Source: an optimization exercise on an open RTL-to-GDS flow (aim: small area). Production flows keep margins and buffers that such runs may drop. At most, simulation tests tie the RTL to the original design; equivalence was not proved. Only the layout flow was run in run 1; the RTL was not checked for function there. Power figures rest on the tool's default switching activity, not on a simulated workload. The clock port is modelled as an ideal driver; clocking choices that lean on that would not hold on a real chip.

### run.sh
#!/bin/bash
# synth_recipe.tcl (not shown) runs the flow's synth.tcl, then flattens the netlist and writes it again
# the make line also repeats each setting of config.mk as NAME=value (left out here)
make -C /OpenROAD-flow-scripts/flow DESIGN_CONFIG=/design/flow/config.mk WORK_HOME=/design/flow/orfs CLKGATE_MAP_FILE= SYNTH_SCRIPT=/design/flow/synth_recipe.tcl finish
### config.mk
export PLATFORM = sky130hd
export DESIGN_NAME = command_parser_top
export DESIGN_NICKNAME = command_parser_top
export VERILOG_FILES = /design/flow/design.v
export SDC_FILE = /design/flow/constraint.sdc
export NUM_CORES = 4
export LEC_CHECK = 0
export CAP_MARGIN = 20
export CORE_MARGIN = 2
export CORE_UTILIZATION = 70
export CTS_BUF_LIST = sky130_fd_sc_hd__clkbuf_16
export CTS_CLUSTER_DIAMETER = 150
export CTS_CLUSTER_SIZE = 34
export PLACE_DENSITY = 0.75
export SLEW_MARGIN = 20
### constraint.sdc
create_clock -name core_clock -period 10.0 [get_ports {clk}]
set_input_delay 2.0000 -clock core_clock [delete_from_list [all_inputs] [get_ports {clk}]]
set_output_delay 2.0000 -clock core_clock [all_outputs]
set_load 0.01 [all_outputs]
### design.v
module command_parser_top #(
  parameter int DIVISOR      = 434,
  parameter int SAMPLE_PHASE = DIVISOR / 2,
  parameter int NUM_REGS     = 32
) (
  input  logic clk,
  input  logic i_reset,
  input  logic i_rx,
  output logic o_tx
);
  localparam int CW = $clog2(DIVISOR);
  localparam int AW = (NUM_REGS > 1) ? $clog2(NUM_REGS) : 1;
  localparam int PW = AW + 2;                  
  localparam int NSLOT = 1 << PW;              
  localparam logic [7:0]    CMD_WRITE = 8'hAA;
  localparam logic [7:0]    CMD_READ  = 8'h00;
  typedef enum logic [2:0] {IDLE, ADDR_W, ADDR_R, DATA_W, DATA_R, EXEC, SEND, W_FLUSH} state_t;
  function automatic logic [CW-1:0] lfsr_next(input logic [CW-1:0] s);
    lfsr_next = {s[CW-2:0], ~(s[8] ^ s[4])};
  endfunction
  function automatic logic [CW-1:0] lfsr_at(input int n);
    logic [CW-1:0] s;
    s = '0;
    for (int i = 0; i < n; i++) s = lfsr_next(s);
    lfsr_at = s;
  endfunction
  localparam logic [CW-1:0] BIT_LAST  = lfsr_at(DIVISOR - 1);
  localparam logic [CW-1:0] SAMPLE_AT = lfsr_at(SAMPLE_PHASE);
  typedef enum logic [1:0] {RX_IDLE, RX_START, RX_DATA, RX_VALID} rx_state_t;
  logic            rx_meta, rx_sync, rx_prev;
  logic            rx_first;
  rx_state_t       rx_state, rx_state_n;
  logic [CW-1:0]   rx_cnt, rx_cnt_n;
  logic [8:0]      rx_sh, rx_sh_n;
  logic            rx_valid;
  logic [7:0]      rx_byte;
  assign rx_byte  = rx_sh[8:1];
  assign rx_valid = (rx_state == RX_VALID);
  always_ff @(posedge clk or posedge i_reset) begin
    if (i_reset) begin
      rx_meta  <= 1'b1;
      rx_sync  <= 1'b1;
      rx_prev  <= 1'b1;
      rx_state <= RX_IDLE;
      rx_sh    <= 9'd0;
    end else begin
      rx_meta  <= i_rx;
      rx_sync  <= rx_meta;
      rx_prev  <= rx_sync;
      rx_state <= rx_state_n;
      rx_sh    <= rx_sh_n;
    end
  end
  always_ff @(posedge clk) rx_cnt <= rx_cnt_n;
  always_comb begin
    rx_state_n = rx_state;
    rx_cnt_n   = lfsr_next(rx_cnt);
    rx_sh_n    = rx_sh;
    rx_first   = 1'b0;
    case (rx_state)
      RX_IDLE, RX_VALID: begin
        rx_cnt_n = '0;
        if (rx_prev && !rx_sync) rx_state_n = RX_START;
        else                     rx_state_n = RX_IDLE;
      end
      RX_START: begin
        if (rx_cnt == SAMPLE_AT) begin
          rx_cnt_n = '0;
          rx_sh_n  = 9'h100;
          rx_first = 1'b1;
          if (rx_sync) rx_state_n = RX_IDLE;
          else         rx_state_n = RX_DATA;
        end
      end
      RX_DATA: begin
        if (rx_cnt == BIT_LAST) begin
          rx_cnt_n = '0;
          if (rx_sh[0]) begin
            rx_state_n = rx_sync ? RX_VALID : RX_IDLE;
            rx_sh_n[0] = rx_sync;
          end else begin
            rx_sh_n = {rx_sync, rx_sh[8:1]};
          end
        end
      end
    endcase
  end
  logic [PW-1:0]        phase;
  logic                 clr;        
  logic [8*NSLOT-1:0]   ring;
  logic [7:0]           tap;
  logic                 hit;
  logic                 wr_en;
  logic                 ins;
  state_t          state, state_n;
  logic [AW-1:0]   idx;
  logic            in_range;
  logic [1:0]      byte_cnt;
  assign tap = ring[8*NSLOT-1 -: 8];
  assign hit = (phase == {idx, byte_cnt});
  assign wr_en = in_range && ((state == W_FLUSH) ||
                 ((state == DATA_W) && rx_sh[0] && ((rx_state == RX_IDLE) || (rx_state == RX_START))));
  assign ins = clr || (wr_en && hit);
  always_ff @(posedge clk or posedge i_reset) begin
    if (i_reset) begin
      phase <= '0;
      clr   <= 1'b1;
    end else begin
      phase <= {phase[5:0], ~(phase[6] ^ phase[5]) ^ (&phase[5:0])};
      if (rx_first) clr <= 1'b0;
    end
  end
  always_ff @(posedge clk) begin
    ring <= {ring[8*NSLOT-9:0], ins ? rx_byte : tap};
  end
  logic [9:0]      tx_sh;
  logic [CW-1:0]   tx_cnt;
  logic            tx_idle, tx_last, tx_ready, tx_load;
  assign tx_last  = (tx_cnt == BIT_LAST);
  assign tx_idle  = (tx_sh[9:1] == 9'd0);       
  assign o_tx     = tx_sh[0] || tx_idle;
  assign tx_ready = tx_idle && (!tx_sh[0] || tx_last);
  always_ff @(posedge clk or posedge i_reset) begin
    if (i_reset) begin
      tx_sh <= 10'd0;
    end else if (tx_load) begin
      tx_sh <= {1'b1, 8'h00, 1'b0};
    end else if (tx_last) begin
      tx_sh <= {1'b0, tx_sh[9:1]};
    end else if (tx_sh[9] && in_range && hit) begin
      tx_sh[8:1] <= tap;
    end
  end
  always_ff @(posedge clk) begin
    if (tx_load || tx_last) tx_cnt <= '0;
    else                    tx_cnt <= lfsr_next(tx_cnt);
  end
  always_ff @(posedge clk or posedge i_reset) begin
    if (i_reset) state <= IDLE;
    else         state <= state_n;
  end
  always_comb begin
    state_n = state;
    tx_load = 1'b0;
    case (state)
      IDLE: if (rx_valid) begin
              if (rx_byte == CMD_WRITE)     state_n = ADDR_W;
              else if (rx_byte == CMD_READ) state_n = ADDR_R;
            end
      ADDR_W: if (rx_valid) state_n = DATA_W;
      ADDR_R: if (rx_valid) state_n = DATA_R;
      DATA_W: if (rx_valid && (byte_cnt == 2'd3)) state_n = W_FLUSH;
      DATA_R: if (rx_valid && (byte_cnt == 2'd3)) state_n = EXEC;
      EXEC:   state_n = SEND;
      SEND: begin
        if (tx_ready) begin
          tx_load = 1'b1;
          if (byte_cnt == 2'd3) state_n = IDLE;
        end
      end
      default: if (hit) state_n = IDLE;    
    endcase
  end
  always_ff @(posedge clk) begin
    case (state)
      ADDR_W, ADDR_R: if (rx_valid) begin
                  idx      <= rx_byte[AW-1:0];
                  in_range <= (32'(rx_byte) < 32'(NUM_REGS));
                  byte_cnt <= 2'd0;
                end
      DATA_W, DATA_R: if (rx_valid) byte_cnt <= byte_cnt + 2'd1;
      SEND:     if (tx_load) byte_cnt <= byte_cnt + 2'd1;
      default: ;
    endcase
  end
endmodule
==> results of run 1 <==
stage by stage:
step / setup WS, ps / cells / util [%] / area (µm²) / hold slack, ps
final: 5860 / 1738 / 75.7 / 24700 / 331
after global routing: 5720 / 1738 / 75.7 / 24700 / 340
after CTS: 5810 / 1738 / 75.7 / 24700 / 335
after detailed placement: 6380 / 1697 / 72.8 / 23800 / 312
after global placement: 6490 / 1697 / 72.8 / 23800 / 312
after floorplan: 7110 / 1258 / - / 23200 / 310
synthesized netlist by cell type, drive strengths merged, types with 3 or more instances:
library cell,n
nor2,17
nor3,3
a21oi,12
mux2,9
clkbuf,4
ha,5
dfrtp,31
dfxtp,1042
edfxtp,8
xnor2,3
a22o,7
inv,11
buf,3
dfstp,4
a21o,3
a31oi,3
nor3b,3
nand2,5
and3,11
mux2i,8
nand3,6
o21ai,7
xor2,9
nand4,3
and2,11
critical path, stage by stage (launching register included):
cell                              delay (ps)
sky130_fd_sc_hd__dfrtp_1                 420
sky130_fd_sc_hd__nor4_1                  350
sky130_fd_sc_hd__nand3_1                 180
sky130_fd_sc_hd__nand2b_1                100
sky130_fd_sc_hd__clkdlybuf4s50_1         530
path summary, 6_finish.rpt:
| kind | start | to |
|---|---|---|
| setup / recovery | tx_sh[3]$_DFFE_PP0P_ | o_tx |
| hold / removal | ring[356]$_DFF_P_ | ring[364]$_DFF_P_ |
| setup reg to reg | tx_cnt[7]$_SDFF_PP0_ | byte_cnt[0]$_SDFFCE_PN0P_ |
| hold reg to reg | ring[356]$_DFF_P_ | ring[364]$_DFF_P_ |
| max in group asynchronous | i_reset | clr$_DFFE_PP1P_ |
| min in group asynchronous | i_reset | state[2]$_DFFE_PP0P_ |
report_power, final:
part	total [W]	switching (W)	internal, W
logic	0.000126	0.0000743	0.0000513
clock network	0.00181	0.00113	0.000679
registers	0.00438	0.0000253	0.00435
logic make-up (layout without fill, tap and decap cells):
group | after synthesis | after routing
flops | 1085 | 1085
simple gates | 74 | 74
compound gates | 47 | 47
buf+inv | 18 | 56
mux | 17 | 17
xor+xnor | 12 | 12
fa+ha+maj | 5 | 5
flip-flops by register name (all words and copies together) (netlist names):
| signal | flops |
|---|---|
| ring | 1024 |
| tx_sh | 10 |
| rx_cnt | 9 |
| rx_sh | 9 |
| tx_cnt | 9 |
| phase | 7 |
| idx | 5 |
| state | 3 |
| byte_cnt | 2 |
| rx_state | 2 |
| clr | 1 |
| in_range | 1 |
| rx_meta | 1 |
| rx_prev | 1 |
| rx_sync | 1 |
cell type report:
class / count / area share, %
Multi-Input combinational cell: 155 / 4.64
Tap cell: 442 / 2.24
Sequential cell: 1085 / 89.0
Clock inverter: 4 / 0.0658
Clock buffer: 37 / 3.75
Timing Repair Buffer: 4 / 0.152
Inverter: 11 / 0.167
per-layer routing:
layer / GRT usage, % / share of wire, % / up-vias
li1: - / - / 4009
met1: 23.4 / 54 / 3671
met2: 21.7 / 40 / 68
met3: 2.43 / 3.0 / 48
met4: 5.07 / 2.6 / 0
met5: 0 / 0 / -
==> report_table.html, run 1 <==
<table>
<tr><th>Metric</th><th>Value</th></tr>
<tr><th colspan="2">Run status</th></tr>
<tr><td>Outcome</td><td>no timing/DRC/antenna violations</td></tr>
<tr><th colspan="2">Final layout</th></tr>
<tr><td>Highest-count cells in the layout ignoring fill and taps</td><td>sky130_fd_sc_hd__dfxtp_1 (1042), sky130_fd_sc_hd__clkbuf_16 (37), sky130_fd_sc_hd__dfrtp_1 (31)</td></tr>
<tr><td>Register cell area after layout</td><td>22000 µm²</td></tr>
<tr><td>Synthesis-to-finish area growth</td><td>6.47%</td></tr>
<tr><td>Most common cell after layout, fill and taps aside</td><td>sky130_fd_sc_hd__dfxtp_1</td></tr>
<tr><td>Net total in the final layout</td><td>1302</td></tr>
<tr><td>Area of the multi-input gates</td><td>roughly 1100 µm²</td></tr>
<tr><td>Count of filler cells inserted in the layout</td><td>1799</td></tr>
<tr><td>Proportion of layout cells with a drive suffix above 1</td><td>4.71%</td></tr>
<tr><td>Total inserted antenna cells</td><td>0</td></tr>
<tr><th colspan="2">Floorplan</th></tr>
<tr><td>Die footprint</td><td>34600 µm²</td></tr>
<tr><td>Die Width</td><td>186 µm</td></tr>
<tr><td>Die height</td><td>186 µm</td></tr>
<tr><td>Ports placed on the boundary</td><td>4</td></tr>
<tr><td>CORE AREA</td><td>32600 µm²</td></tr>
<tr><td>Effective utilization at floorplan</td><td>71.1%</td></tr>
<tr><td>Standard-cell row count</td><td>66</td></tr>
<tr><th colspan="2">Pwr</th></tr>
<tr><td>Power density over the cells</td><td>around 260 nW/µm²</td></tr>
<tr><td>Leakage Power</td><td>between 9 and 10 nW</td></tr>
<tr><td>Worst vdd rail ir drop</td><td>181 µV</td></tr>
<tr><td>Power, Total</td><td>0.00631 W</td></tr>
<tr><th colspan="2">Synthesis</th></tr>
<tr><td>Instance count of the mapped netlist</td><td>1258</td></tr>
<tr><td>Area share of the largest cell type after synthesis</td><td>89.9%</td></tr>
<tr><td>Yosys Warn Count</td><td>1</td></tr>
<tr><td>Summed instance area of the synthesized netlist</td><td>23200 µm²</td></tr>
<tr><td>Area share of fa/ha/maj cells after synthesis</td><td>0.270%</td></tr>
<tr><td>Largest cells by area after synthesis</td><td>sky130_fd_sc_hd__dfxtp_1 (90%), sky130_fd_sc_hd__dfrtp_1 (3.3%), sky130_fd_sc_hd__edfxtp_1 (1.0%)</td></tr>
<tr><td>Total nets after synthesis</td><td>1266</td></tr>
<tr><td>Simple-gate share of the synthesized area</td><td>1.93%</td></tr>
<tr><td>Largest area contributor in the synthesized netlist</td><td>sky130_fd_sc_hd__dfxtp_1</td></tr>
<tr><td>Synthesized area divided by synthesized cell count</td><td>18.4 µm²</td></tr>
<tr><td>Compound-gate portion of the synthesized area</td><td>1.52%</td></tr>
<tr><td>Total of flip-flops plus latches after synthesis</td><td>1085</td></tr>
<tr><td>Number of library cell types mapped by synthesis</td><td>58</td></tr>
<tr><td>Multiplexer area fraction after synthesis</td><td>less than 1%</td></tr>
<tr><td>Sequential share of the synthesized area</td><td>94.7%</td></tr>
<tr><td>Async S/R FF share, synth</td><td>under 10%</td></tr>
<tr><td>Flip-flop cell with the highest count after synthesis</td><td>sky130_fd_sc_hd__dfxtp_1</td></tr>
<tr><td>Number of synthesized flops with an enable pin</td><td>8</td></tr>
<tr><td>Dominant combinational cell family by area after synthesis</td><td>simple AND/OR/NAND/NOR gates</td></tr>
<tr><td>XOR/XNOR Fraction of Synth Area</td><td>less than 1%</td></tr>
<tr><th colspan="2">Clocking</th></tr>
<tr><td>H-tree levels</td><td>2</td></tr>
<tr><td>Resized Gates After CTS</td><td>0</td></tr>
<tr><td>Number of buffers inserted by hold repair at cts</td><td>0</td></tr>
<tr><td>CTS max path bufs</td><td>3</td></tr>
<tr><td>Sinks on the clock net</td><td>approximately 1100</td></tr>
<tr><td>Clock network latency to the later pin of the worst-skew pair</td><td>560 ps</td></tr>
<tr><td>Number of buffers inserted by post-CTS setup repair</td><td>0</td></tr>
<tr><td>Cell at the root of the clock tree</td><td>sky130_fd_sc_hd__clkbuf_16</td></tr>
<tr><td>Clock-pin transition on the worst setup and hold timing paths</td><td>120 ps</td></tr>
<tr><td>Clock tree from TritonCTS</td><td>done</td></tr>
<tr><td>Clock buffer count from CTS</td><td>37</td></tr>
<tr><th colspan="2">STA</th></tr>
<tr><td>Final setup violation count</td><td>0</td></tr>
<tr><td>Worst Skew</td><td>around 18 ps</td></tr>
<tr><td>Ratio of final minimum period to clock period</td><td>41.4%</td></tr>
<tr><td>Slew HR</td><td>about 50%</td></tr>
<tr><td>Slew @ Worst Pin</td><td>about 750 ps</td></tr>
<tr><td>Unrepaired setup endpoints after global routing</td><td>false</td></tr>
<tr><td>Setup_tns</td><td>0 ps</td></tr>
<tr><td>Final hold viol count</td><td>0</td></tr>
<tr><td>Slew Limit Fails</td><td>0</td></tr>
<tr><td>Achievable clock frequency</td><td>242 MHz</td></tr>
<tr><td>Fin crit period</td><td>4140 ps</td></tr>
<tr><th colspan="2">GRT</th></tr>
<tr><td>Wire length of the first global-routing pass</td><td>about 41000 µm</td></tr>
<tr><td>Vias in the first global route</td><td>a little under 8000</td></tr>
<tr><td>Largest net degree at the start of global routing</td><td>36</td></tr>
<tr><td>Grt total ovfl</td><td>0</td></tr>
<tr><td>Overall fraction of global-route tracks in use</td><td>15.1%</td></tr>
<tr><td>Initial antenna violation count</td><td>1</td></tr>
<tr><th colspan="2">Worst setup path</th></tr>
<tr><td>Data required time of the critical path</td><td>8000 ps</td></tr>
<tr><td>CP max FO</td><td>3</td></tr>
<tr><td>Kind of start point of the critical path</td><td>flop</td></tr>
<tr><td>Worst endpoint data arrival time</td><td>2140 ps</td></tr>
<tr><td>Worst R2R Setup Slack</td><td>between 7000 and 8000 ps</td></tr>
<tr><td>Depth of the worst register-to-register path</td><td>5</td></tr>
<tr><td>Worst setup path class</td><td>reg -&gt; out</td></tr>
<tr><td>Critical path endpoint category</td><td>primary output</td></tr>
<tr><th colspan="2">Detailed routing</th></tr>
<tr><td>First-pass detailed-route iteration total</td><td>4</td></tr>
<tr><td>Wire length per cell after detailed routing</td><td>~14 µm</td></tr>
<tr><td>Initial DRC count</td><td>382</td></tr>
<tr><td>Final Routed Wirelength</td><td>24900 µm</td></tr>
<tr><td>Average vias per placed instance</td><td>~4.5</td></tr>
<tr><td>Total via count after detailed routing</td><td>7796</td></tr>
<tr><td># DRC</td><td>0</td></tr>
<tr><td>Number of nets with antenna violations after detailed routing</td><td>0</td></tr>
<tr><th colspan="2">Placed design</th></tr>
<tr><td>Hpwl dp</td><td>12000 µm</td></tr>
<tr><td>Quantity of I/O buffers inserted on ports</td><td>3</td></tr>
<tr><td>Placer Congestion</td><td>around 0.76</td></tr>
<tr><th colspan="2">Min path</th></tr>
<tr><td>Path category of the worst min-delay check</td><td>reg -&gt; reg</td></tr>
<tr><td>Worst hold path depth</td><td>0</td></tr>
<tr><th colspan="2">Flow run</th></tr>
<tr><td>Maxcap violations</td><td>0</td></tr>
</table>
==> inputs of run 2 (changes only) <==
--- a/design.v
+++ b/design.v
@@ -22,5 +22,5 @@
     logic [CW-1:0] s;
     s = '0;
-    for (int i = 0; i < n; i++) s = lfsr_next(s);
+    for (int i = 0; i < n; i++) s = {s[CW-2:0], ~(s[8] ^ s[4])};
     lfsr_at = s;
   endfunction
@@ -77,5 +77,6 @@
           rx_cnt_n = '0;
           if (rx_sh[0]) begin
-            rx_state_n = rx_sync ? RX_VALID : RX_IDLE;
+            if (rx_sync) rx_state_n = RX_VALID;
+            else         rx_state_n = RX_IDLE;
             rx_sh_n[0] = rx_sync;
           end else begin
==> report_table.html, run 2 <==
<table>
<tr><th>Metric</th><th>Value</th></tr>
<tr><th colspan="2">Run status</th></tr>
<tr><td>Outcome</td><td>no timing/DRC/antenna violations</td></tr>
<tr><th colspan="2">STA</th></tr>
<tr><td>Ratio of final minimum period to clock period</td><td>41.2%</td></tr>
<tr><td>Final hold viol count</td><td>0</td></tr>
<tr><td>Minimum setup slack in the final design</td><td>5880 ps</td></tr>
<tr><td>Setup_tns</td><td>0 ps</td></tr>
<tr><td>Slew Limit Fails</td><td>0</td></tr>
<tr><td>Slew @ Worst Pin</td><td>564 ps</td></tr>
<tr><td>Unrepaired setup endpoints after global routing</td><td>false</td></tr>
<tr><td>Worst Skew</td><td>just under 20 ps</td></tr>
<tr><td>Final setup violation count</td><td>0</td></tr>
<tr><td>Fin crit period</td><td>4120 ps</td></tr>
<tr><td>Achievable clock frequency</td><td>243 MHz</td></tr>
<tr><td>Slew HR</td><td>62.4%</td></tr>
<tr><th colspan="2">Min path</th></tr>
<tr><td>Worst hold path depth</td><td>0</td></tr>
<tr><td>Path category of the worst min-delay check</td><td>reg -&gt; reg</td></tr>
<tr><th colspan="2">Detailed routing</th></tr>
<tr><td># DRC</td><td>0</td></tr>
<tr><td>Wire length per cell after detailed routing</td><td>16.1 µm</td></tr>
<tr><td>Initial DRC count</td><td>between 400 and 500</td></tr>
<tr><td>Average vias per placed instance</td><td>4.52</td></tr>
<tr><td>First-pass detailed-route iteration total</td><td>4</td></tr>
<tr><td>Final Routed Wirelength</td><td>28200 µm</td></tr>
<tr><td>Number of nets with antenna violations after detailed routing</td><td>0</td></tr>
<tr><td>Total via count after detailed routing</td><td>7908</td></tr>
<tr><th colspan="2">Clocking</th></tr>
<tr><td>Cell at the root of the clock tree</td><td>sky130_fd_sc_hd__clkbuf_16</td></tr>
<tr><td>Clock buffer count from CTS</td><td>37</td></tr>
<tr><td>CTS max path bufs</td><td>3</td></tr>
<tr><td>Clock-pin transition on the worst setup and hold timing paths</td><td>~120 ps</td></tr>
<tr><td>Resized Gates After CTS</td><td>0</td></tr>
<tr><td>Sinks on the clock net</td><td>roughly 1100</td></tr>
<tr><td>H-tree levels</td><td>2</td></tr>
<tr><td>Number of buffers inserted by post-CTS setup repair</td><td>0</td></tr>
<tr><td>Clock tree from TritonCTS</td><td>done</td></tr>
<tr><td>Clock network latency to the later pin of the worst-skew pair</td><td>between 500 and 600 ps</td></tr>
<tr><td>Number of buffers inserted by hold repair at cts</td><td>0</td></tr>
<tr><th colspan="2">Floorplan</th></tr>
<tr><td>Standard-cell row count</td><td>66</td></tr>
<tr><td>Effective utilization at floorplan</td><td>71.2%</td></tr>
<tr><td>Ports placed on the boundary</td><td>4</td></tr>
<tr><td>Die Width</td><td>186 µm</td></tr>
<tr><td>Die height</td><td>186 µm</td></tr>
<tr><td>CORE AREA</td><td>32600 µm²</td></tr>
<tr><td>Die footprint</td><td>34600 µm²</td></tr>
<tr><th colspan="2">Pwr</th></tr>
<tr><td>P_int</td><td>0.00510 W</td></tr>
<tr><td>Sw Pwr</td><td>0.00126 W</td></tr>
<tr><td>Relative contribution of the clock network to total power</td><td>between 20% and 30%</td></tr>
<tr><td>Worst vdd rail ir drop</td><td>187 µV</td></tr>
<tr><td>Leakage Power</td><td>9.92 nW</td></tr>
<tr><td>Net switching fraction of the power</td><td>19.8%</td></tr>
<tr><td>Power share of the sequential group</td><td>68.8%</td></tr>
<tr><td>Power, Total</td><td>0.00636 W</td></tr>
<tr><td>Logic gate share of total power</td><td>under 10%</td></tr>
<tr><td>Power density over the cells</td><td>257 nW/µm²</td></tr>
<tr><th colspan="2">Placed design</th></tr>
<tr><td>Placer Congestion</td><td>0.724</td></tr>
<tr><td>Worst setup timing slack at the placement stage</td><td>around 6500 ps</td></tr>
<tr><td>Quantity of I/O buffers inserted on ports</td><td>3</td></tr>
<tr><td>Hpwl dp</td><td>13200 µm</td></tr>
<tr><th colspan="2">Final layout</th></tr>
<tr><td>Count of filler cells inserted in the layout</td><td>1768</td></tr>
<tr><td>Utilization after layout</td><td>75.9%</td></tr>
<tr><td>Register cell area after layout</td><td>22000 µm²</td></tr>
<tr><td>Highest-count cells in the layout ignoring fill and taps</td><td>sky130_fd_sc_hd__dfxtp_1 (1042), sky130_fd_sc_hd__clkbuf_16 (38), sky130_fd_sc_hd__dfrtp_1 (31)</td></tr>
<tr><td>Largest register by flop count</td><td>ring</td></tr>
<tr><td>Largest register FFs</td><td>1024</td></tr>
<tr><td>Proportion of layout cells with a drive suffix above 1</td><td>roughly 4.4%</td></tr>
<tr><td>Synthesis-to-finish area growth</td><td>6.67%</td></tr>
<tr><td>Net total in the final layout</td><td>1310</td></tr>
<tr><td>Most common cell after layout, fill and taps aside</td><td>sky130_fd_sc_hd__dfxtp_1</td></tr>
<tr><td>Total inserted antenna cells</td><td>0</td></tr>
<tr><td>Leading registers by flop count</td><td>ring: 1024 flops, tx_sh: 10 flops</td></tr>
<tr><td>Area of the multi-input gates</td><td>1160 µm²</td></tr>
<tr><th colspan="2">Worst setup path</th></tr>
<tr><td>CP max FO</td><td>3</td></tr>
<tr><td>Worst endpoint data arrival time</td><td>between 2000 and 2500 ps</td></tr>
<tr><td>Kind of start point of the critical path</td><td>flop</td></tr>
<tr><td>Depth of the worst register-to-register path</td><td>6</td></tr>
<tr><td>Slowest stage cell, crit path</td><td>sky130_fd_sc_hd__clkdlybuf4s50_1</td></tr>
<tr><td>Data required time of the critical path</td><td>8000 ps</td></tr>
<tr><td>Cell Chain, Critical Path</td><td>nor4_1, nand3_1, nand2b_1, clkdlybuf4s50_1</td></tr>
<tr><td>Worst setup path class</td><td>reg -&gt; out</td></tr>
<tr><td>Delay of the slowest cell on the worst path</td><td>530 ps</td></tr>
<tr><td>Critical path endpoint category</td><td>primary output</td></tr>
<tr><th colspan="2">GRT</th></tr>
<tr><td>Largest net degree at the start of global routing</td><td>36</td></tr>
<tr><td>Vias in the first global route</td><td>8287</td></tr>
<tr><td>Met1 Use GR</td><td>24.5%</td></tr>
<tr><td>Initial antenna violation count</td><td>0</td></tr>
<tr><td>Wire length of the first global-routing pass</td><td>about 45000 µm</td></tr>
<tr><td>Global Route met2 Usage</td><td>28.1%</td></tr>
<tr><td>Grt total ovfl</td><td>0</td></tr>
<tr><td>Met3 routing resource usage after global routing</td><td>2.39%</td></tr>
<tr><td>Overall fraction of global-route tracks in use</td><td>17.2%</td></tr>
<tr><td>Busiest layer in global routing</td><td>met2</td></tr>
<tr><th colspan="2">Synthesis</th></tr>
<tr><td>Most frequent cells after synthesis</td><td>sky130_fd_sc_hd__dfxtp_1 (1042), sky130_fd_sc_hd__dfrtp_1 (31), sky130_fd_sc_hd__nand2_1 (18)</td></tr>
<tr><td>Summed instance area of the synthesized netlist</td><td>23200 µm²</td></tr>
<tr><td>Synthesized area divided by synthesized cell count</td><td>18.4 µm²</td></tr>
<tr><td>Area share of the largest cell type after synthesis</td><td>89.9%</td></tr>
<tr><td>Number of library cell types mapped by synthesis</td><td>53</td></tr>
<tr><td>Total of flip-flops plus latches after synthesis</td><td>1085</td></tr>
<tr><td>Yosys Warn Count</td><td>1</td></tr>
<tr><td>Most common cell in the netlist</td><td>sky130_fd_sc_hd__dfxtp_1</td></tr>
<tr><td>Largest area contributor in the synthesized netlist</td><td>sky130_fd_sc_hd__dfxtp_1</td></tr>
<tr><td>Number of synthesized flops with an enable pin</td><td>8</td></tr>
<tr><td>Instance count of the mapped netlist</td><td>1265</td></tr>
<tr><td>Total nets after synthesis</td><td>1273</td></tr>
<tr><td>Largest cells by area after synthesis</td><td>sky130_fd_sc_hd__dfxtp_1 (90%), sky130_fd_sc_hd__dfrtp_1 (3.3%), sky130_fd_sc_hd__edfxtp_1 (1.0%)</td></tr>
<tr><td>Async S/R FF share, synth</td><td>3.23%</td></tr>
<tr><td>Sequential share of the synthesized area</td><td>94.7%</td></tr>
<tr><td>Flip-flop cell with the highest count after synthesis</td><td>sky130_fd_sc_hd__dfxtp_1</td></tr>
<tr><th colspan="2">Flow run</th></tr>
<tr><td>Maxcap violations</td><td>0</td></tr>
</table>
## run 2: cells by family (layout without fill, tap and decap cells)
family	count (synthesis)	in the layout	share of synthesized area, %
AOI/OAI and AO/OA	48	48	1.53
and+or+nand+nor	84	84	2.07
xor gates and xnor gates	11	11	0.415
DFF	1085	1085	94.7
muxes	16	16	0.728
buffers and inverters	16	59	0.307
adders and majority gates	5	5	0.269
## run 2: metal layers
metal / routed length [µm] / part of all wire [%]
met2: 13200 / 47
met3: 627 / 2.2
met1: 13900 / 49
met5: 0 / 0
met4: 488 / 1.7
## run 2: worst max-delay path, delay by kind of cell, from the launching register on
kind | cells | cell delay (ps)
DFF | 1 | 420
and+or+nand+nor | 3 | 630
buffers and inverters | 1 | 530
## run 2: power by group through the flow
stage / Sequential [W] / Combinational (W) / Clock (W)
6_report: 0.00437 / 0.000123 / 0.00186
3_3_place_gp: 0.00447 / 0.000118 / 0
3_5_place_dp: 0.00447 / 0.000122 / 0
4_1_cts: 0.00437 / 0.000123 / 0.00190
5_1_grt: 0.00438 / 0.000137 / 0.00204
2_1_floorplan: 0.00446 / 0.000109 / 0
## run 2: layout make-up
cell class,instances,area share [%]
clock inverters,7,0.162
inverters,10,0.152
flip-flops and latches,1085,88.8
multi-input cells,164,4.70
repair buffers,4,0.152
clock buffers,38,3.84
well taps,442,2.23
## run 2: worst paths after layout
kind / slack, ps / end / startpoint
max: 5880 / o_tx / tx_sh[3]$_DFFE_PP0P_
min: 320 / ring[945]$_DFF_P_ / ring[937]$_DFF_P_
max reg2reg: 7930 / ring[6]$_DFF_P_ / rx_state[1]$_DFFE_PP0P_
min reg2reg: 320 / ring[945]$_DFF_P_ / ring[937]$_DFF_P_
max in group asynchronous: 7810 / rx_meta$_DFF_PP1_ / i_reset
min in group asynchronous: 1840 / tx_sh[2]$_DFFE_PP0P_ / i_reset
## run 2: metrics by stage
| stage | instances | cell area [µm²] | hold WS, ps |
|---|---|---|---|
| after floorplan | 1265 | 23200 | 310 |
| after global placement | 1705 | 23800 | 310 |
| after detailed placement | 1705 | 23800 | 312 |
| after CTS | 1750 | 24800 | 319 |
| after global routing | 1750 | 24800 | 326 |
| final | 1750 | 24800 | 319 |
==> inputs of run 3 (changes only) <==
--- a/design.v
+++ b/design.v
@@ -26,5 +26,5 @@
   endfunction
   localparam logic [CW-1:0] BIT_LAST  = lfsr_at(DIVISOR - 1);
-  localparam logic [CW-1:0] SAMPLE_AT = lfsr_at(SAMPLE_PHASE);
+  localparam logic [CW-1:0] RX_WAIT   = lfsr_at(DIVISOR - 1 - SAMPLE_PHASE);
   typedef enum logic [1:0] {RX_IDLE, RX_START, RX_DATA, RX_VALID} rx_state_t;
   logic            rx_meta, rx_sync, rx_prev;
@@ -60,10 +60,10 @@
     case (rx_state)
       RX_IDLE, RX_VALID: begin
-        rx_cnt_n = '0;
+        rx_cnt_n = RX_WAIT;
         if (rx_prev && !rx_sync) rx_state_n = RX_START;
         else                     rx_state_n = RX_IDLE;
       end
       RX_START: begin
-        if (rx_cnt == SAMPLE_AT) begin
+        if (rx_cnt == BIT_LAST) begin
           rx_cnt_n = '0;
           rx_sh_n  = 9'h100;
@@ -115,21 +115,27 @@
     ring <= {ring[8*NSLOT-9:0], ins ? rx_byte : tap};
   end
-  logic [9:0]      tx_sh;
+  localparam logic [3:0] TX_STOP = 4'd1;
+  localparam logic [3:0] TX_IDLE = 4'd2;
+  localparam logic [3:0] TX_START = 4'd8;
+  logic [3:0]      tx_ph;
+  logic            tx_nb;
   logic [CW-1:0]   tx_cnt;
-  logic            tx_idle, tx_last, tx_ready, tx_load;
+  logic            tx_last, tx_ready, tx_load;
   assign tx_last  = (tx_cnt == BIT_LAST);
-  assign tx_idle  = (tx_sh[9:1] == 9'd0);       
-  assign o_tx     = tx_sh[0] || tx_idle;
-  assign tx_ready = tx_idle && (!tx_sh[0] || tx_last);
+  assign tx_ready = (tx_ph == TX_IDLE) || ((tx_ph == TX_STOP) && tx_last);
   always_ff @(posedge clk or posedge i_reset) begin
     if (i_reset) begin
-      tx_sh <= 10'd0;
+      o_tx  <= 1'b1;
+      tx_ph <= TX_IDLE;
     end else if (tx_load) begin
-      tx_sh <= {1'b1, 8'h00, 1'b0};
-    end else if (tx_last) begin
-      tx_sh <= {1'b0, tx_sh[9:1]};
-    end else if (tx_sh[9] && in_range && hit) begin
-      tx_sh[8:1] <= tap;
+      o_tx  <= 1'b0;
+      tx_ph <= TX_START;
+    end else if (tx_last && (tx_ph != TX_IDLE)) begin
+      o_tx  <= !tx_ph[3] || tx_nb;
+      tx_ph <= tx_ph + 4'd1;
     end
+  end
+  always_ff @(posedge clk) begin
+    if (tx_ph[3] && hit) tx_nb <= in_range && tap[tx_ph[2:0]];
   end
   always_ff @(posedge clk) begin
--- a/config.mk
+++ b/config.mk
@@ -10,6 +10,6 @@
 export CORE_UTILIZATION = 70
 export CTS_BUF_LIST = sky130_fd_sc_hd__clkbuf_16
-export CTS_CLUSTER_DIAMETER = 150
-export CTS_CLUSTER_SIZE = 34
+export CTS_CLUSTER_DIAMETER = 100
+export CTS_CLUSTER_SIZE = 32
 export PLACE_DENSITY = 0.75
 export SLEW_MARGIN = 20
==> report_table.html, run 3 <==
<table>
<tr><th>Metric</th><th>Value</th></tr>
<tr><th colspan="2">STA</th></tr>
<tr><td>Setup_tns</td><td>0 ps</td></tr>
<tr><td>Slew HR</td><td>between 40% and 50%</td></tr>
<tr><td>Unrepaired setup endpoints after global routing</td><td>false</td></tr>
<tr><td>Fin crit period</td><td>3630 ps</td></tr>
<tr><td>Achievable clock frequency</td><td>around 280 MHz</td></tr>
<tr><td>Ratio of final minimum period to clock period</td><td>between 30% and 40%</td></tr>
<tr><td>Final hold viol count</td><td>0</td></tr>
<tr><td>Slew Limit Fails</td><td>0</td></tr>
<tr><td>Worst Skew</td><td>20.3 ps</td></tr>
<tr><td>Slew @ Worst Pin</td><td>~760 ps</td></tr>
<tr><td>Final setup violation count</td><td>0</td></tr>
<tr><th colspan="2">Final layout</th></tr>
<tr><td>Net total in the final layout</td><td>1302</td></tr>
<tr><td>Largest register FFs</td><td>1024</td></tr>
<tr><td>Highest-count cells in the layout ignoring fill and taps</td><td>sky130_fd_sc_hd__dfxtp_1 (1042), sky130_fd_sc_hd__clkbuf_16 (40), sky130_fd_sc_hd__dfrtp_1 (24)</td></tr>
<tr><td>Most common cell after layout, fill and taps aside</td><td>sky130_fd_sc_hd__dfxtp_1</td></tr>
<tr><td>Largest register by flop count</td><td>ring</td></tr>
<tr><td>Synthesis-to-finish area growth</td><td>7.11%</td></tr>
<tr><td>Proportion of layout cells with a drive suffix above 1</td><td>5.08%</td></tr>
<tr><td>Total inserted antenna cells</td><td>0</td></tr>
<tr><th colspan="2">Clocking</th></tr>
<tr><td>Clock buffer count from CTS</td><td>39</td></tr>
<tr><td>Cell at the root of the clock tree</td><td>sky130_fd_sc_hd__clkbuf_16</td></tr>
<tr><td>Sinks on the clock net</td><td>approximately 1100</td></tr>
<tr><td>H-tree levels</td><td>2</td></tr>
<tr><td>Clock network latency to the later pin of the worst-skew pair</td><td>570 ps</td></tr>
<tr><td>Clock tree from TritonCTS</td><td>done</td></tr>
<tr><td>Number of buffers inserted by hold repair at cts</td><td>0</td></tr>
<tr><td>Number of buffers inserted by post-CTS setup repair</td><td>0</td></tr>
<tr><td>Clock-pin transition on the worst setup and hold timing paths</td><td>110 ps</td></tr>
<tr><td>CTS max path bufs</td><td>3</td></tr>
<tr><td>Resized Gates After CTS</td><td>0</td></tr>
<tr><th colspan="2">Detailed routing</th></tr>
<tr><td>Initial DRC count</td><td>351</td></tr>
<tr><td>Number of nets with antenna violations after detailed routing</td><td>0</td></tr>
<tr><td># DRC</td><td>0</td></tr>
<tr><td>First-pass detailed-route iteration total</td><td>4</td></tr>
<tr><td>Final Routed Wirelength</td><td>about 29000 µm</td></tr>
<tr><td>Average vias per placed instance</td><td>4.58</td></tr>
<tr><td>Wire length per cell after detailed routing</td><td>16.5 µm</td></tr>
<tr><td>Total via count after detailed routing</td><td>approximately 8000</td></tr>
<tr><th colspan="2">Synthesis</th></tr>
<tr><td>Most frequent cells after synthesis</td><td>sky130_fd_sc_hd__dfxtp_1 (1042), sky130_fd_sc_hd__dfrtp_1 (24), sky130_fd_sc_hd__nand2_1 (14)</td></tr>
<tr><td>Number of synthesized flops with an enable pin</td><td>9</td></tr>
<tr><td>Area share of the largest cell type after synthesis</td><td>about nine tenths</td></tr>
<tr><td>Largest area contributor in the synthesized netlist</td><td>sky130_fd_sc_hd__dfxtp_1</td></tr>
<tr><td>Total nets after synthesis</td><td>1262</td></tr>
<tr><td>Sequential share of the synthesized area</td><td>a little over nine tenths</td></tr>
<tr><td>Instance count of the mapped netlist</td><td>between 1000 and 1500</td></tr>
<tr><td>Most common cell in the netlist</td><td>sky130_fd_sc_hd__dfxtp_1</td></tr>
<tr><td>Summed instance area of the synthesized netlist</td><td>23100 µm²</td></tr>
<tr><td>Yosys Warn Count</td><td>1</td></tr>
<tr><td>Synthesized area divided by synthesized cell count</td><td>18.5 µm²</td></tr>
<tr><td>Total of flip-flops plus latches after synthesis</td><td>around 1100</td></tr>
<tr><td>Number of library cell types mapped by synthesis</td><td>47</td></tr>
<tr><td>Async S/R FF share, synth</td><td>between 2 and 3%</td></tr>
<tr><td>Flip-flop cell with the highest count after synthesis</td><td>sky130_fd_sc_hd__dfxtp_1</td></tr>
<tr><td>Largest cells by area after synthesis</td><td>sky130_fd_sc_hd__dfxtp_1 (90%), sky130_fd_sc_hd__dfrtp_1 (2.6%), sky130_fd_sc_hd__edfxtp_1 (1.2%)</td></tr>
<tr><th colspan="2">Floorplan</th></tr>
<tr><td>Die height</td><td>186 µm</td></tr>
<tr><td>Ports placed on the boundary</td><td>4</td></tr>
<tr><td>Die Width</td><td>186 µm</td></tr>
<tr><td>CORE AREA</td><td>32500 µm²</td></tr>
<tr><td>Effective utilization at floorplan</td><td>71.0%</td></tr>
<tr><td>Die footprint</td><td>34500 µm²</td></tr>
<tr><td>Standard-cell row count</td><td>66</td></tr>
<tr><th colspan="2">GRT</th></tr>
<tr><td>Overall fraction of global-route tracks in use</td><td>between 10% and 20%</td></tr>
<tr><td>Vias in the first global route</td><td>8500</td></tr>
<tr><td>Largest net degree at the start of global routing</td><td>34</td></tr>
<tr><td>Wire length of the first global-routing pass</td><td>46300 µm</td></tr>
<tr><td>Initial antenna violation count</td><td>0</td></tr>
<tr><td>Grt total ovfl</td><td>0</td></tr>
<tr><th colspan="2">Worst setup path</th></tr>
<tr><td>Critical path endpoint category</td><td>primary output</td></tr>
<tr><td>Cell Chain, Critical Path</td><td>clkdlybuf4s50_1</td></tr>
<tr><td>Worst endpoint data arrival time</td><td>1630 ps</td></tr>
<tr><td>CP max FO</td><td>2</td></tr>
<tr><td>Delay of the slowest cell on the worst path</td><td>550 ps</td></tr>
<tr><td>Worst setup path class</td><td>reg -&gt; out</td></tr>
<tr><td>Buffers and inverters on the worst path</td><td>1</td></tr>
<tr><td>Kind of start point of the critical path</td><td>flop</td></tr>
<tr><td>Slowest stage cell, crit path</td><td>sky130_fd_sc_hd__dfstp_2</td></tr>
<tr><td>Kind of cell adding the most delay to the critical path</td><td>flip-flops</td></tr>
<tr><td>Data required time of the critical path</td><td>8000 ps</td></tr>
<tr><th colspan="2">Pwr</th></tr>
<tr><td>Power, Total</td><td>about 0.0062 W</td></tr>
<tr><td>Worst vdd rail ir drop</td><td>223 µV</td></tr>
<tr><td>Power density over the cells</td><td>252 nW/µm²</td></tr>
<tr><td>Leakage Power</td><td>9.88 nW</td></tr>
<tr><th colspan="2">Flow run</th></tr>
<tr><td>Maxcap violations</td><td>0</td></tr>
<tr><th colspan="2">Run status</th></tr>
<tr><td>Outcome</td><td>no timing/DRC/antenna violations</td></tr>
<tr><th colspan="2">Placed design</th></tr>
<tr><td>Quantity of I/O buffers inserted on ports</td><td>3</td></tr>
<tr><td>Hpwl dp</td><td>~13000 µm</td></tr>
<tr><td>Placer Congestion</td><td>about 0.78</td></tr>
<tr><th colspan="2">Min path</th></tr>
<tr><td>Path category of the worst min-delay check</td><td>reg -&gt; reg</td></tr>
</table>
[run 3: through the flow]
stage               hold WS [ps]  utilization (%)  worst slack [ps]  std cells  cell area (µm²)
floorplan                    310                -              7380       1251            23100
global placement             310             72.7              6630       1691            23700
detailed placement           312             72.8              6960       1692            23700
CTS                          322             76.0              6340       1740            24700
global route                 327             76.0              6320       1740            24700
finish                       324             76.0              6370       1740            24700
[run 3: path summary, 6_finish.rpt]
path / slack [ps] / depth (start not counted) / from / endpoint
worst max-delay path: 6370 / 1 / o_tx$_DFFE_PP1P_ / o_tx
max in group asynchronous: 7650 / 3 / i_reset / o_tx$_DFFE_PP1P_
min in group asynchronous: 1770 / 2 / i_reset / rx_state[1]$_DFFE_PP0P_
worst max register to register: 7570 / 4 / rx_cnt[4]$_SDFF_PP0_ / rx_sh[1]$_DFFE_PP0P_
worst min-delay path: 320 / 0 / ring[492]$_DFF_P_ / ring[500]$_DFF_P_
worst min register to register: 320 / 0 / ring[492]$_DFF_P_ / ring[500]$_DFF_P_
[run 3: cell families (layout without fill, tap and decap cells)]
| kind of cell | count (synthesis) | count (layout) | synth area share [%] |
|---|---|---|---|
| DFF | 1081 | 1081 | 94.8 |
| muxes | 12 | 12 | 0.672 |
| xor gates and xnor gates | 14 | 14 | 0.531 |
| buffers and inverters | 16 | 63 | 0.271 |
| and+or+nand+nor | 73 | 73 | 1.83 |
| adders and majority gates | 8 | 8 | 0.433 |
| AOI/OAI and AO/OA | 47 | 47 | 1.48 |
[run 3: worst reg2reg max path: cells and delay by family (launching register included)]
| family | cells | cell delay (ps) |
|---|---|---|
| AND/OR/NAND/NOR | 3 | 1690 |
| flip-flops | 1 | 410 |
| AO/OA/AOI/OAI | 1 | 270 |
[run 3: layout make-up]
class / count / area (µm²)
Clock buffer: 40 / 1000
Clock inverter: 8 / 52.6
Fill cell: 1734 / 7800
Inverter: 11 / 41.3
Multi-Input combinational cell: 154 / 1140
Sequential cell: 1081 / 21900
Tap cell: 442 / 553
Timing Repair Buffer: 4 / 57.6
[run 3: report_power, final]
part	internal, W	switching, W	leakage, nW
Clock	0.000737	0.00117	0.536
Sequential	0.00431	0.00000299	8.86
Combinational	0.00000617	0.00000971	0.476
Total	0.00506	0.00119	9.88
[run 3: per-layer routing]
layer	vias to the layer above	wire length, µm	GRT usage [%]
met2	85	13300	28.5
li1	4001	-	-
met3	51	703	2.60
met1	3827	14100	25.1
met4	0	648	4.85
met5	-	0	0
==> inputs of run 4 (changes only) <==
--- a/config.mk
+++ b/config.mk
@@ -10,6 +10,6 @@
 export CORE_UTILIZATION = 70
 export CTS_BUF_LIST = sky130_fd_sc_hd__clkbuf_16
-export CTS_CLUSTER_DIAMETER = 100
-export CTS_CLUSTER_SIZE = 32
+export CTS_CLUSTER_DIAMETER = 70
+export CTS_CLUSTER_SIZE = 34
 export PLACE_DENSITY = 0.75
 export SLEW_MARGIN = 20
==> report_table.html, run 4 <==
<table>
<tr><th>Metric</th><th>Value</th></tr>
<tr><th colspan="2">Run status</th></tr>
<tr><td>Outcome</td><td>no timing/DRC/antenna violations</td></tr>
<tr><th colspan="2">Final layout</th></tr>
<tr><td>Most common cell after layout, fill and taps aside</td><td>sky130_fd_sc_hd__dfxtp_1</td></tr>
<tr><td>Proportion of layout cells with a drive suffix above 1</td><td>5.16%</td></tr>
<tr><td>Synthesis-to-finish area growth</td><td>7.11%</td></tr>
<tr><td>Total inserted antenna cells</td><td>0</td></tr>
<tr><td>Register cell area after layout</td><td>21900 µm²</td></tr>
<tr><td>Net total in the final layout</td><td>1301</td></tr>
<tr><td>Highest-count cells in the layout ignoring fill and taps</td><td>sky130_fd_sc_hd__dfxtp_1 (1042), sky130_fd_sc_hd__clkbuf_16 (39), sky130_fd_sc_hd__dfrtp_1 (24)</td></tr>
<tr><td>Largest register FFs</td><td>1024</td></tr>
<tr><td>Final std cell area, no fill</td><td>around 25000 µm²</td></tr>
<tr><td>Count of filler cells inserted in the layout</td><td>1751</td></tr>
<tr><td>Area of the multi-input gates</td><td>1140 µm²</td></tr>
<tr><td>Largest register by flop count</td><td>ring</td></tr>
<tr><th colspan="2">Clocking</th></tr>
<tr><td>Clock network latency to the later pin of the worst-skew pair</td><td>570 ps</td></tr>
<tr><td>Resized Gates After CTS</td><td>0</td></tr>
<tr><td>Number of buffers inserted by hold repair at cts</td><td>0</td></tr>
<tr><td>Cell at the root of the clock tree</td><td>sky130_fd_sc_hd__clkbuf_16</td></tr>
<tr><td>Clock buffer count from CTS</td><td>38</td></tr>
<tr><td>Sinks on the clock net</td><td>about 1100</td></tr>
<tr><td>Clock tree from TritonCTS</td><td>done</td></tr>
<tr><td>Clock-pin transition on the worst setup and hold timing paths</td><td>110 ps</td></tr>
<tr><td>H-tree levels</td><td>2</td></tr>
<tr><td>Number of buffers inserted by post-CTS setup repair</td><td>0</td></tr>
<tr><td>CTS max path bufs</td><td>3</td></tr>
<tr><th colspan="2">GRT</th></tr>
<tr><td>Initial antenna violation count</td><td>0</td></tr>
<tr><td>Overall fraction of global-route tracks in use</td><td>between 10% and 20%</td></tr>
<tr><td>Vias in the first global route</td><td>8417</td></tr>
<tr><td>Largest net degree at the start of global routing</td><td>36</td></tr>
<tr><td>Wire length of the first global-routing pass</td><td>45900 µm</td></tr>
<tr><td>Grt total ovfl</td><td>0</td></tr>
<tr><th colspan="2">STA</th></tr>
<tr><td>Final setup violation count</td><td>0</td></tr>
<tr><td>Slew @ Worst Pin</td><td>779 ps</td></tr>
<tr><td>Achievable clock frequency</td><td>277 MHz</td></tr>
<tr><td>Setup_tns</td><td>0 ps</td></tr>
<tr><td>Slew Limit Fails</td><td>0</td></tr>
<tr><td>Minimum setup slack in the final design</td><td>approximately 6400 ps</td></tr>
<tr><td>Worst Skew</td><td>about 17 ps</td></tr>
<tr><td>Ratio of final minimum period to clock period</td><td>between 30 and 40%</td></tr>
<tr><td>Fin crit period</td><td>3610 ps</td></tr>
<tr><td>Unrepaired setup endpoints after global routing</td><td>false</td></tr>
<tr><td>Slew HR</td><td>48.1%</td></tr>
<tr><td>Final hold viol count</td><td>0</td></tr>
<tr><th colspan="2">Synthesis</th></tr>
<tr><td>Instance count of the mapped netlist</td><td>1251</td></tr>
<tr><td>Flip-flop cell with the highest count after synthesis</td><td>sky130_fd_sc_hd__dfxtp_1</td></tr>
<tr><td>Simple-gate share of the synthesized area</td><td>1.83%</td></tr>
<tr><td>Area share of the largest cell type after synthesis</td><td>90.3%</td></tr>
<tr><td>Largest cells by area after synthesis</td><td>sky130_fd_sc_hd__dfxtp_1 (90%), sky130_fd_sc_hd__dfrtp_1 (2.6%), sky130_fd_sc_hd__edfxtp_1 (1.2%)</td></tr>
<tr><td>Async S/R FF share, synth</td><td>about 2.8%</td></tr>
<tr><td>Synthesized area divided by synthesized cell count</td><td>18.5 µm²</td></tr>
<tr><td>Dominant combinational cell family by area after synthesis</td><td>simple AND/OR/NAND/NOR gates</td></tr>
<tr><td>Most frequent cells after synthesis</td><td>sky130_fd_sc_hd__dfxtp_1 (1042), sky130_fd_sc_hd__dfrtp_1 (24), sky130_fd_sc_hd__nand2_1 (14)</td></tr>
<tr><td>Sequential share of the synthesized area</td><td>94.8%</td></tr>
<tr><td>Multiplexer area fraction after synthesis</td><td>0.672%</td></tr>
<tr><td>Largest area contributor in the synthesized netlist</td><td>sky130_fd_sc_hd__dfxtp_1</td></tr>
<tr><td>Total of flip-flops plus latches after synthesis</td><td>1081</td></tr>
<tr><td>Number of synthesized flops with an enable pin</td><td>9</td></tr>
<tr><td>Total nets after synthesis</td><td>1262</td></tr>
<tr><td>Yosys Warn Count</td><td>1</td></tr>
<tr><td>Area share of fa/ha/maj cells after synthesis</td><td>less than 1%</td></tr>
<tr><td>Summed instance area of the synthesized netlist</td><td>23100 µm²</td></tr>
<tr><td>Compound-gate portion of the synthesized area</td><td>1.48%</td></tr>
<tr><td>XOR/XNOR Fraction of Synth Area</td><td>less than 1%</td></tr>
<tr><td>Number of library cell types mapped by synthesis</td><td>between 40 and 50</td></tr>
<tr><td>Most common cell in the netlist</td><td>sky130_fd_sc_hd__dfxtp_1</td></tr>
<tr><th colspan="2">Worst setup path</th></tr>
<tr><td>Launching instance or port of the critical path</td><td>o_tx$_DFFE_PP1P_</td></tr>
<tr><td>Critical path endpoint category</td><td>primary output</td></tr>
<tr><td>Data required time of the critical path</td><td>around 8000 ps</td></tr>
<tr><td>Kind of start point of the critical path</td><td>flop</td></tr>
<tr><td>Delay of the slowest cell on the worst path</td><td>550 ps</td></tr>
<tr><td>Worst setup path class</td><td>reg -&gt; out</td></tr>
<tr><td>Cell Chain, Critical Path</td><td>clkdlybuf4s50_1</td></tr>
<tr><td>Slowest stage cell, crit path</td><td>sky130_fd_sc_hd__dfstp_2</td></tr>
<tr><td>Worst endpoint data arrival time</td><td>1610 ps</td></tr>
<tr><td>Startpoint of the worst register-to-register path</td><td>rx_state[1]$_DFFE_PP0P_</td></tr>
<tr><td>Kind of cell adding the most delay to the critical path</td><td>flip-flops</td></tr>
<tr><td>Buffers and inverters on the worst path</td><td>1</td></tr>
<tr><td>CP max FO</td><td>2</td></tr>
<tr><th colspan="2">Min path</th></tr>
<tr><td>Critical hold path startpoint</td><td>ring[948]$_DFF_P_</td></tr>
<tr><td>Path category of the worst min-delay check</td><td>reg -&gt; reg</td></tr>
<tr><th colspan="2">Pwr</th></tr>
<tr><td>Leakage Power</td><td>slightly below 10 nW</td></tr>
<tr><td>Worst vdd rail ir drop</td><td>between 150 and 200 µV</td></tr>
<tr><td>Power density over the cells</td><td>between 200 and 300 nW/µm²</td></tr>
<tr><th colspan="2">Floorplan</th></tr>
<tr><td>Standard-cell row count</td><td>66</td></tr>
<tr><td>Die height</td><td>186 µm</td></tr>
<tr><td>Die Width</td><td>186 µm</td></tr>
<tr><td>Die footprint</td><td>34500 µm²</td></tr>
<tr><td>Ports placed on the boundary</td><td>4</td></tr>
<tr><td>Effective utilization at floorplan</td><td>71.0%</td></tr>
<tr><td>CORE AREA</td><td>32500 µm²</td></tr>
<tr><th colspan="2">Placed design</th></tr>
<tr><td>Quantity of I/O buffers inserted on ports</td><td>3</td></tr>
<tr><td>Hpwl dp</td><td>13300 µm</td></tr>
<tr><td>Placer Congestion</td><td>0.777</td></tr>
<tr><td>Worst setup timing slack at the placement stage</td><td>between 6000 and 7000 ps</td></tr>
<tr><td>Placed Area</td><td>23700 µm²</td></tr>
<tr><th colspan="2">Detailed routing</th></tr>
<tr><td>Average vias per placed instance</td><td>4.56</td></tr>
<tr><td># DRC</td><td>0</td></tr>
<tr><td>Total via count after detailed routing</td><td>~7900</td></tr>
<tr><td>First-pass detailed-route iteration total</td><td>4</td></tr>
<tr><td>Final Routed Wirelength</td><td>around 29000 µm</td></tr>
<tr><td>Initial DRC count</td><td>421</td></tr>
<tr><td>Number of nets with antenna violations after detailed routing</td><td>0</td></tr>
<tr><td>Wire length per cell after detailed routing</td><td>approximately 16 µm</td></tr>
<tr><th colspan="2">Flow run</th></tr>
<tr><td>Maxcap violations</td><td>0</td></tr>
</table>
run 4: per-stage QoR:
| step | hold WS (ps) | instances | power, W | utilization (%) |
|---|---|---|---|---|
| after floorplan | 310 | 1251 | 0.00442 | - |
| after global placement | 310 | 1691 | 0.00443 | 72.7 |
| after detailed placement | 312 | 1692 | 0.00443 | 72.8 |
| after CTS | 333 | 1741 | 0.00627 | 76.0 |
| after global routing | 336 | 1741 | 0.00641 | 76.0 |
| final | 323 | 1741 | 0.00623 | 76.0 |
run 4: path summary, 6_finish.rpt:
kind | endpoint | slack, ps | cells past startpoint
worst min register to register | ring[956]$_DFF_P_ | 320 | 0
worst min-delay path | ring[956]$_DFF_P_ | 320 | 0
min in group asynchronous | rx_state[1]$_DFFE_PP0P_ | 1810 | 2
worst max register to register | ring[1]$_DFF_P_ | 7630 | 6
max in group asynchronous | o_tx$_DFFE_PP1P_ | 7600 | 3
worst max-delay path | o_tx | 6390 | 1
run 4: logic make-up (layout without fill, tap and decap cells):
family,count (synthesis),count (layout)
xor gates and xnor gates,14,14
muxes,12,12
AOI/OAI and AO/OA,47,47
DFF,1081,1081
and+or+nand+nor,73,73
adders and majority gates,8,8
buffers and inverters,16,64
run 4: layer usage:
| layer | track usage, % | up-vias | wire (µm) |
|---|---|---|---|
| met5 | 0 | - | 0 |
| met3 | 2.70 | 39 | 738 |
| li1 | - | 4000 | - |
| met2 | 29.1 | 86 | 13700 |
| met1 | 24.6 | 3811 | 13800 |
| met4 | 4.19 | 0 | 476 |
run 4: final cells by class:
class | count | share of cell area (%)
Tap cell | 442 | 2.24
Multi-Input combinational cell | 154 | 4.62
Clock buffer | 39 | 3.95
Sequential cell | 1081 | 88.5
Inverter | 11 | 0.167
Clock inverter | 10 | 0.309
Timing Repair Buffer | 4 | 0.233
run 4: power by group:
group	switching [W]	total (W)	internal, W	leakage (nW)
Sequential	0.00000282	0.00432	0.00432	8.86
Clock	0.00117	0.00189	0.000727	0.536
Combinational	0.00000968	0.0000158	0.00000609	0.476
Total	0.00118	0.00623	0.00505	9.88
==> inputs of run 5 (changes only) <==
--- a/config.mk
+++ b/config.mk
@@ -11,5 +11,5 @@
 export CTS_BUF_LIST = sky130_fd_sc_hd__clkbuf_16
 export CTS_CLUSTER_DIAMETER = 70
-export CTS_CLUSTER_SIZE = 34
-export PLACE_DENSITY = 0.75
+export CTS_CLUSTER_SIZE = 35
+export PLACE_DENSITY = 0.65
 export SLEW_MARGIN = 20
==> report_table.html, run 5 <==
<table>
<tr><th>Metric</th><th>Value</th></tr>
<tr><th colspan="2">Run status</th></tr>
<tr><td>Outcome</td><td>no timing/DRC/antenna violations</td></tr>
<tr><th colspan="2">Final layout</th></tr>
<tr><td>Total inserted antenna cells</td><td>0</td></tr>
<tr><td>Proportion of layout cells with a drive suffix above 1</td><td>5.24%</td></tr>
<tr><td>Final std cell area, no fill</td><td>about 25000 µm²</td></tr>
<tr><td>Register cell area after layout</td><td>21900 µm²</td></tr>
<tr><td>Net total in the final layout</td><td>1299</td></tr>
<tr><td>Fin cells</td><td>approximately 1700</td></tr>
<tr><td>Largest register FFs</td><td>approximately 1000</td></tr>
<tr><td>Most common cell after layout, fill and taps aside</td><td>sky130_fd_sc_hd__dfxtp_1</td></tr>
<tr><td>Synthesis-to-finish area growth</td><td>7.02%</td></tr>
<tr><td>Highest-count cells in the layout ignoring fill and taps</td><td>sky130_fd_sc_hd__dfxtp_1 (1042), sky130_fd_sc_hd__clkbuf_16 (38), sky130_fd_sc_hd__dfrtp_1 (24)</td></tr>
<tr><td>Area of the multi-input gates</td><td>1140 µm²</td></tr>
<tr><td>Count of filler cells inserted in the layout</td><td>1899</td></tr>
<tr><td>Largest register by flop count</td><td>ring</td></tr>
<tr><th colspan="2">STA</th></tr>
<tr><td>Setup_tns</td><td>0 ps</td></tr>
<tr><td>Worst Skew</td><td>23.7 ps</td></tr>
<tr><td>Fin crit period</td><td>roughly 3600 ps</td></tr>
<tr><td>Unrepaired setup endpoints after global routing</td><td>false</td></tr>
<tr><td>Ratio of final minimum period to clock period</td><td>between 30% and 40%</td></tr>
<tr><td>Slew @ Worst Pin</td><td>a little under 800 ps</td></tr>
<tr><td>Final setup violation count</td><td>0</td></tr>
<tr><td>Slew HR</td><td>between 40% and 50%</td></tr>
<tr><td>Achievable clock frequency</td><td>276 MHz</td></tr>
<tr><td>Slew Limit Fails</td><td>0</td></tr>
<tr><td>Final hold viol count</td><td>0</td></tr>
<tr><th colspan="2">Pwr</th></tr>
<tr><td>Worst vdd rail ir drop</td><td>197 µV</td></tr>
<tr><td>Power density over the cells</td><td>252 nW/µm²</td></tr>
<tr><td>Leakage Power</td><td>9.86 nW</td></tr>
<tr><th colspan="2">Clocking</th></tr>
<tr><td>Sinks on the clock net</td><td>between 1000 and 1500</td></tr>
<tr><td>Resized Gates After CTS</td><td>0</td></tr>
<tr><td>Clock buffer count from CTS</td><td>37</td></tr>
<tr><td>Number of buffers inserted by post-CTS setup repair</td><td>0</td></tr>
<tr><td>Clock-pin transition on the worst setup and hold timing paths</td><td>120 ps</td></tr>
<tr><td>Number of buffers inserted by hold repair at cts</td><td>0</td></tr>
<tr><td>Cell at the root of the clock tree</td><td>sky130_fd_sc_hd__clkbuf_16</td></tr>
<tr><td>Clock network latency to the later pin of the worst-skew pair</td><td>560 ps</td></tr>
<tr><td>H-tree levels</td><td>2</td></tr>
<tr><td>Clock tree from TritonCTS</td><td>done</td></tr>
<tr><td>CTS max path bufs</td><td>3</td></tr>
<tr><th colspan="2">Worst setup path</th></tr>
<tr><td>Data required time of the critical path</td><td>8000 ps</td></tr>
<tr><td>Worst endpoint data arrival time</td><td>1630 ps</td></tr>
<tr><td>Kind of start point of the critical path</td><td>flop</td></tr>
<tr><td>Delay of the slowest cell on the worst path</td><td>560 ps</td></tr>
<tr><td>Depth of the worst register-to-register path</td><td>6</td></tr>
<tr><td>Buffers and inverters on the worst path</td><td>1</td></tr>
<tr><td>Cell Chain, Critical Path</td><td>clkdlybuf4s50_1</td></tr>
<tr><td>Critical path endpoint category</td><td>primary output</td></tr>
<tr><td>Slowest stage cell, crit path</td><td>sky130_fd_sc_hd__dfstp_2</td></tr>
<tr><td>Startpoint of the worst register-to-register path</td><td>rx_state[1]$_DFFE_PP0P_</td></tr>
<tr><td>CP max FO</td><td>2</td></tr>
<tr><td>Endpoint of the lowest-slack register-to-register path</td><td>ring[0]$_DFF_P_</td></tr>
<tr><td>Worst R2R Setup Slack</td><td>a little under 8000 ps</td></tr>
<tr><td>Kind of cell adding the most delay to the critical path</td><td>flip-flops</td></tr>
<tr><td>Worst setup path class</td><td>reg -&gt; out</td></tr>
<tr><td>Total number of cells along the worst setup path</td><td>1</td></tr>
<tr><th colspan="2">Synthesis</th></tr>
<tr><td>Instance count of the mapped netlist</td><td>1251</td></tr>
<tr><td>Synthesized area divided by synthesized cell count</td><td>18.5 µm²</td></tr>
<tr><td>Flip-flop cell with the highest count after synthesis</td><td>sky130_fd_sc_hd__dfxtp_1</td></tr>
<tr><td>Async S/R FF share, synth</td><td>2.78%</td></tr>
<tr><td>Summed instance area of the synthesized netlist</td><td>23100 µm²</td></tr>
<tr><td>Area share of the largest cell type after synthesis</td><td>around nine tenths</td></tr>
<tr><td>Total nets after synthesis</td><td>~1300</td></tr>
<tr><td>Largest cells by area after synthesis</td><td>sky130_fd_sc_hd__dfxtp_1 (90%), sky130_fd_sc_hd__dfrtp_1 (2.6%), sky130_fd_sc_hd__edfxtp_1 (1.2%)</td></tr>
<tr><td>Number of library cell types mapped by synthesis</td><td>47</td></tr>
<tr><td>Largest area contributor in the synthesized netlist</td><td>sky130_fd_sc_hd__dfxtp_1</td></tr>
<tr><td>Number of synthesized flops with an enable pin</td><td>9</td></tr>
<tr><td>Yosys Warn Count</td><td>1</td></tr>
<tr><td>Most common cell in the netlist</td><td>sky130_fd_sc_hd__dfxtp_1</td></tr>
<tr><td>Total of flip-flops plus latches after synthesis</td><td>1081</td></tr>
<tr><td>Most frequent cells after synthesis</td><td>sky130_fd_sc_hd__dfxtp_1 (1042), sky130_fd_sc_hd__dfrtp_1 (24), sky130_fd_sc_hd__nand2_1 (14)</td></tr>
<tr><td>Sequential share of the synthesized area</td><td>94.8%</td></tr>
<tr><th colspan="2">Detailed routing</th></tr>
<tr><td>Wire length per cell after detailed routing</td><td>13.7 µm</td></tr>
<tr><td>Routed length on met1</td><td>around 14000 µm</td></tr>
<tr><td>Initial DRC count</td><td>486</td></tr>
<tr><td>Final Routed Wirelength</td><td>approximately 24000 µm</td></tr>
<tr><td>Met3 wire len</td><td>706 µm</td></tr>
<tr><td>Total via count after detailed routing</td><td>7734</td></tr>
<tr><td>Average vias per placed instance</td><td>4.44</td></tr>
<tr><td>First-pass detailed-route iteration total</td><td>4</td></tr>
<tr><td>Routed wl met2</td><td>around 9000 µm</td></tr>
<tr><td>Number of nets with antenna violations after detailed routing</td><td>0</td></tr>
<tr><td>Top routing layer in use</td><td>met4</td></tr>
<tr><td># DRC</td><td>0</td></tr>
<tr><th colspan="2">Floorplan</th></tr>
<tr><td>CORE AREA</td><td>roughly 33000 µm²</td></tr>
<tr><td>Die footprint</td><td>34500 µm²</td></tr>
<tr><td>Ports placed on the boundary</td><td>4</td></tr>
<tr><td>Die Width</td><td>186 µm</td></tr>
<tr><td>Standard-cell row count</td><td>66</td></tr>
<tr><td>Die height</td><td>186 µm</td></tr>
<tr><td>Effective utilization at floorplan</td><td>a little under three quarters</td></tr>
<tr><th colspan="2">Min path</th></tr>
<tr><td>Path category of the worst min-delay check</td><td>reg -&gt; reg</td></tr>
<tr><td>Critical hold path startpoint</td><td>ring[855]$_DFF_P_</td></tr>
<tr><td>WHS Endpoint</td><td>ring[863]$_DFF_P_</td></tr>
<tr><td>Worst hold path depth</td><td>0</td></tr>
<tr><th colspan="2">Placed design</th></tr>
<tr><td>Quantity of I/O buffers inserted on ports</td><td>3</td></tr>
<tr><td>Placed Area</td><td>23700 µm²</td></tr>
<tr><td>Placer Congestion</td><td>0.726</td></tr>
<tr><td>DP Cell Count</td><td>1691</td></tr>
<tr><td>Hpwl dp</td><td>11500 µm</td></tr>
<tr><th colspan="2">GRT</th></tr>
<tr><td>Grt total ovfl</td><td>0</td></tr>
<tr><td>Initial antenna violation count</td><td>1</td></tr>
<tr><td>Largest net degree at the start of global routing</td><td>37</td></tr>
<tr><td>Wire length of the first global-routing pass</td><td>38700 µm</td></tr>
<tr><td>Vias in the first global route</td><td>7510</td></tr>
<tr><td>Overall fraction of global-route tracks in use</td><td>14.3%</td></tr>
<tr><th colspan="2">Flow run</th></tr>
<tr><td>Maxcap violations</td><td>0</td></tr>
</table>
run 5: final cells by class:
type	instances	area share [%]
sequential	1081	88.6
timing repair buffer	3	0.122
multi-input combinational	154	4.62
inverter	11	0.167
clock buffer	38	3.85
tap	442	2.24
clock inverter	11	0.435
run 5: how the worst max path moves through the flow:
stage / from / to
final: o_tx$_DFFE_PP1P_ / o_tx
after CTS: o_tx$_DFFE_PP1P_ / o_tx
after detailed placement: o_tx$_DFFE_PP1P_ / o_tx
after global routing: o_tx$_DFFE_PP1P_ / o_tx
after global placement: i_reset / tx_ph[2]$_DFFE_PP0P_
after floorplan: i_reset / phase[0]$_DFF_PP0_
run 5: per-layer routing:
layer / track usage (%) / vias up
met5: 0 / -
met4: 3.97 / 0
met3: 2.70 / 40
met2: 19.2 / 63
met1: 23.7 / 3635
li1: - / 3996
run 5: power breakdown:
part	total, W	internal [W]	switching, W
clock	0.00189	0.000736	0.00115
sequential	0.00432	0.00432	0.00000255
combinational	0.0000135	0.00000502	0.00000845
run 5: stage by stage:
step / power [W] / setup slack (ps) / util [%] / hold slack (ps)
2_1_floorplan: 0.00442 / 7380 / - / 310
3_3_place_gp: 0.00443 / 6620 / 72.7 / 310
3_5_place_dp: 0.00443 / 6950 / 72.7 / 312
4_1_cts: 0.00627 / 6340 / 76.0 / 332
5_1_grt: 0.00642 / 6290 / 76.0 / 334
6_report: 0.00622 / 6370 / 76.0 / 328
run 5: cell families after synthesis:
logic type / after synthesis / share of synthesized area, %
AND/OR/NAND/NOR: 73 / 1.83
flip-flops: 1081 / 94.8
buffers and inverters: 16 / 0.271
XOR/XNOR: 14 / 0.531
multiplexers: 12 / 0.672
adder cells (fa/ha/maj): 8 / 0.433
AO/OA/AOI/OAI: 47 / 1.48
run 5: worst register-to-register path, cell delays in order, from the launching register on:
cell	delay, ps
sky130_fd_sc_hd__dfrtp_1	420
sky130_fd_sc_hd__inv_1	80
sky130_fd_sc_hd__ha_1	250
sky130_fd_sc_hd__o21ai_0	260
sky130_fd_sc_hd__a21oi_1	100
sky130_fd_sc_hd__a21oi_1	630
sky130_fd_sc_hd__mux2_2	410

[what the ideal ports hide]
No port has a modelled driver above. Below, the same layouts with a new extraction and two added sets of constraints.
Step 1 (the two cells are an assumption about what drives the block):
set clk [get_ports {clk}]
set_driving_cell -lib_cell sky130_fd_sc_hd__clkbuf_16 $clk
set_driving_cell -lib_cell sky130_fd_sc_hd__buf_2 [delete_from_list [all_inputs] $clk]
Step 2 also shifts input and output timing later by t, the mid clock arrival at the registers, as if the neighbouring blocks saw the same clock.
Three values: ideal ports, drivers, drivers and shift; two values: the first two.
run	t, ns	setup WS [ns]	worst setup path at the end	clock arrival spread, ns
run 1	0.600	5.863 / 5.809 / 6.409	register to output	0.022 / 0.022
run 2	0.599	5.877 / 5.827 / 6.425	register to output	0.031 / 0.031
run 3	0.611	6.367 / 6.317 / 6.928	register to output	0.030 / 0.030
run 4	0.601	6.390 / 6.340 / 6.941	register to output	0.029 / 0.029
run 5	0.596	6.372 / 6.321 / 6.917	register to output	0.028 / 0.028
After both steps setup and hold are still met in every run listed.
